What follows belongs to an exercise in optimizing a design on an open flow for small area; a production flow would make more cautious choices.
Function was checked by simulation only, so behaviour that the tests miss may differ from the original.
No activity file was given, so power comes from the tool's default toggle rates.

## amber
Design stick_top, start of the top module:
module stick_top #(
	parameter int NUM_CH   = 4,
	parameter int SYNC_BIT = 11
) (
	input  logic                     i_sysclk,
	input  logic                     i_phy_rst_n,
	input  logic                     i_cmd_valid,
	input  logic [31:0]              i_cmd,		 
	input  logic [NUM_CH*12-1:0]     i_adc,
	output logic                     o_msync_n,
	output logic [2:0]               o_hpwon,
	output logic [NUM_CH-1:0]        o_pdwn,
	output logic [NUM_CH-1:0]        o_phase_a,
	output logic [NUM_CH-1:0]        o_phase_b_n,
	output logic [NUM_CH-1:0]        o_phase_c,
	output logic [NUM_CH-1:0]        o_phase_d_n,
	output logic [NUM_CH-1:0]        o_nenz,
	output logic [NUM_CH-1:0]        o_acq_valid,
	output logic [NUM_CH-1:0]        o_acq_cmpl,
	output logic [NUM_CH-1:0]        o_en,
	output logic [NUM_CH-1:0]        o_doffs,
	output logic [NUM_CH-1:0]        o_soffs_n,
	output logic [NUM_CH*20-1:0]     o_acq_word	 
);
	logic [NUM_CH*85-1:0] cfg;		 
	logic                 sync_on;
	logic                 sync_stb;	 
	cmd_regs #(
		.NUM_CH(NUM_CH)
	) u_cmd_regs (
		.i_sysclk    (i_sysclk),
		.i_phy_rst_n (i_phy_rst_n),
		.i_cmd_valid (i_cmd_valid),
		.i_cmd       (i_cmd),
		.o_sync_on   (sync_on),
		.o_cfg       (cfg),
		.o_pdwn      (o_pdwn),
		.o_hv        (o_hpwon)
	);
	sync_gen #(
		.SYNC_BIT(SYNC_BIT)
	) u_sync_gen (
		.i_sysclk    (i_sysclk),
		.i_phy_rst_n (i_phy_rst_n),
		.i_sync_on   (sync_on),
		.o_msync_n   (o_msync_n),
		.o_sync_stb  (sync_stb)
	);
	for (genvar g = 0; g < NUM_CH; g++)
	begin : g_ch
		znd_chan u_znd (
			.i_sysclk    (i_sysclk),
			.i_phy_rst_n (i_phy_rst_n),
			.i_sync_stb  (sync_stb),
			.i_cfg       (cfg[g*85 +: 85]),
			.i_pdwn      (o_pdwn[g]),
			.o_imp_a     (o_phase_a[g]),
			.o_imp_b_n   (o_phase_b_n[g]),
			.o_imp_c     (o_phase_c[g]),
			.o_imp_d_n   (o_phase_d_n[g]),
			.o_enz_n     (o_nenz[g])
		);
		acq_chan u_acq (
			.i_sysclk    (i_sysclk),
			.i_phy_rst_n (i_phy_rst_n),
			.i_sync_stb  (sync_stb),
			.i_cfg       (cfg[g*85 +: 85]),
			.i_pdwn      (o_pdwn[g]),
			.i_adc       (i_adc[g*12 +: 12]),
			.o_valid     (o_acq_valid[g]),
			.o_word      (o_acq_word[g*20 +: 20]),
			.o_cmpl      (o_acq_cmpl[g]),
			.o_en        (o_en[g]),
			.o_doffs     (o_doffs[g]),
			.o_soffs_n   (o_soffs_n[g])
		);
	end
endmodule
Size in the first run: roughly 2,100 cells after synthesis, about 660 flip-flops, roughly 210 I/O pins, roughly 28,000 um2 of cells after synthesis.
export LEC_CHECK = 0
export CAP_MARGIN = 20
export CORE_MARGIN = 2
export CORE_UTILIZATION = 40
export CTS_BUF_LIST = sky130_fd_sc_hd__clkbuf_8
export CTS_CLUSTER_DIAMETER = 60
export CTS_CLUSTER_SIZE = 16
export SLEW_MARGIN = 20
create_clock -name core_clock -period 6.0 [get_ports {i_sysclk}]
standard.sh (not shown) runs the stock make flow with config.mk's settings and CLKGATE_MAP_FILE= SYNTH_SCRIPT=/design/flow/synth_recipe.tcl, a recipe that flattens the netlist after the stock synthesis.
==> flow/flow/run.sh <==
#!/bin/bash
# The standard layout, with each port buffered by the smallest buffer
# (sky130_fd_sc_hd__buf_1) in place of the delay buffer buffer_ports picks
# on its own. make's full output goes to finish.log in this folder; the tools'
# own logs are under orfs/logs/.
set -euo pipefail
bash standard.sh finish "BUFFER_PORTS_ARGS=-buffer_cell sky130_fd_sc_hd__buf_1" > finish.log 2>&1
> inputs changed (amber -> cedar)
Settings: PLACE_DENSITY: unset -> 0.75; CTS_CLUSTER_SIZE: 16 -> 35; CTS_BUF_LIST: sky130_fd_sc_hd__clkbuf_8 -> unset; CORE_UTILIZATION: 40 -> 65; CTS_CLUSTER_DIAMETER: 60 -> 45.
Findings:
cedar: done, clean on timing, DRC and antenna. Overall power was lower in the run labelled amber. Combinational power in cedar vs amber: up about 2%. met2 wirelength from detailed routing in cedar is 8.9% lower than in amber. The lower site row count came out of cedar. From amber to cedar the numbers moved as follows: clock skew down 12 ps; final critical-path required period now sits higher. In the metrics for cedar and amber, the one carrying the lower routed length on met3 is amber.
For harbor, these inputs were changed with respect to cedar:
Settings: a change of CTS_CLUSTER_SIZE from 35 to 20; a change of CTS_CLUSTER_DIAMETER from 45 to 50; an added CTS_BUF_LIST of sky130_fd_sc_hd__clkbuf_8.
==> comparison <==
- Power in sequential cells essentially unchanged between harbor and cedar.
- harbor: met1 capacity usage during global routing 0.56 points below cedar
- Between cedar and harbor, the shortest clock period the worst path allows after layout is higher for cedar.
- Routed wire length came out lower on harbor than on cedar.
- [harbor] combinational power fell about 1% relative to cedar
- harbor finished every stage and its layout cleared the timing, DRC and antenna checks.
- From cedar to harbor the numbers moved as follows: worst setup slack rose by 16 ps; register-to-register slack fell by 30 ps.
- Normalized max-slew margin delta (harbor − cedar): unfavourable
diff inputs: harbor => nickel
Settings: swapping 50 for 70 in CTS_CLUSTER_DIAMETER; swapping 65 for 40 in CORE_UTILIZATION; clearing CTS_BUF_LIST, which used to be sky130_fd_sc_hd__clkbuf_8; swapping 20 for 30 in CTS_CLUSTER_SIZE; clearing PLACE_DENSITY, which used to be 0.75.
Notes after the runs:
Compared with harbor, nickel shows a lower part of the total power dissipated in combinational logic.
Summary of nickel over harbor: post-layout utilization of the core decreased by 26 points relative to the old numbers, setup slack moved down, cell count along the critical path rose 1, total count of hold-check failures in the final report saw little to no change.
Worst hold slack (nickel over harbor): decrease, 7.8 ps

[afterwards: timing with drivers on the ports]
The results above use ideal ports. As a check the final layouts listed here were re-extracted and re-timed, cells and wires unchanged.
Step 1 sets driving cells, clkbuf_16 on the clock port and buf_2 on the other inputs (assumed; they add their load-dependent delay and slew).
Step 2, shift: input delay + t, output delay - t, t = (earliest + latest rising clock arrival at the registers) / 2. This alone moves slack from input paths to output paths.
a / b / c = no drivers / after step 1 / after step 2; a / b = the first two.
run | t, ns | setup slack, ns | latest minus earliest clock arrival (ns)
amber | 0.712 | 0.330 / 0.357 / -0.355 | 0.053 / 0.052
cedar | 0.684 | 0.322 / 0.353 / -0.332 | 0.032 / 0.031
harbor | 0.708 | 0.337 / 0.352 / -0.343 | 0.036 / 0.036
nickel | 0.641 | 0.262 / 0.295 / -0.346 | 0.036 / 0.037
Met with ideal ports but missed after step 2: setup timing in every run listed. The setup slack of amber, which loses most, moves by +0.027 ns with the drivers and by -0.685 ns with both steps.
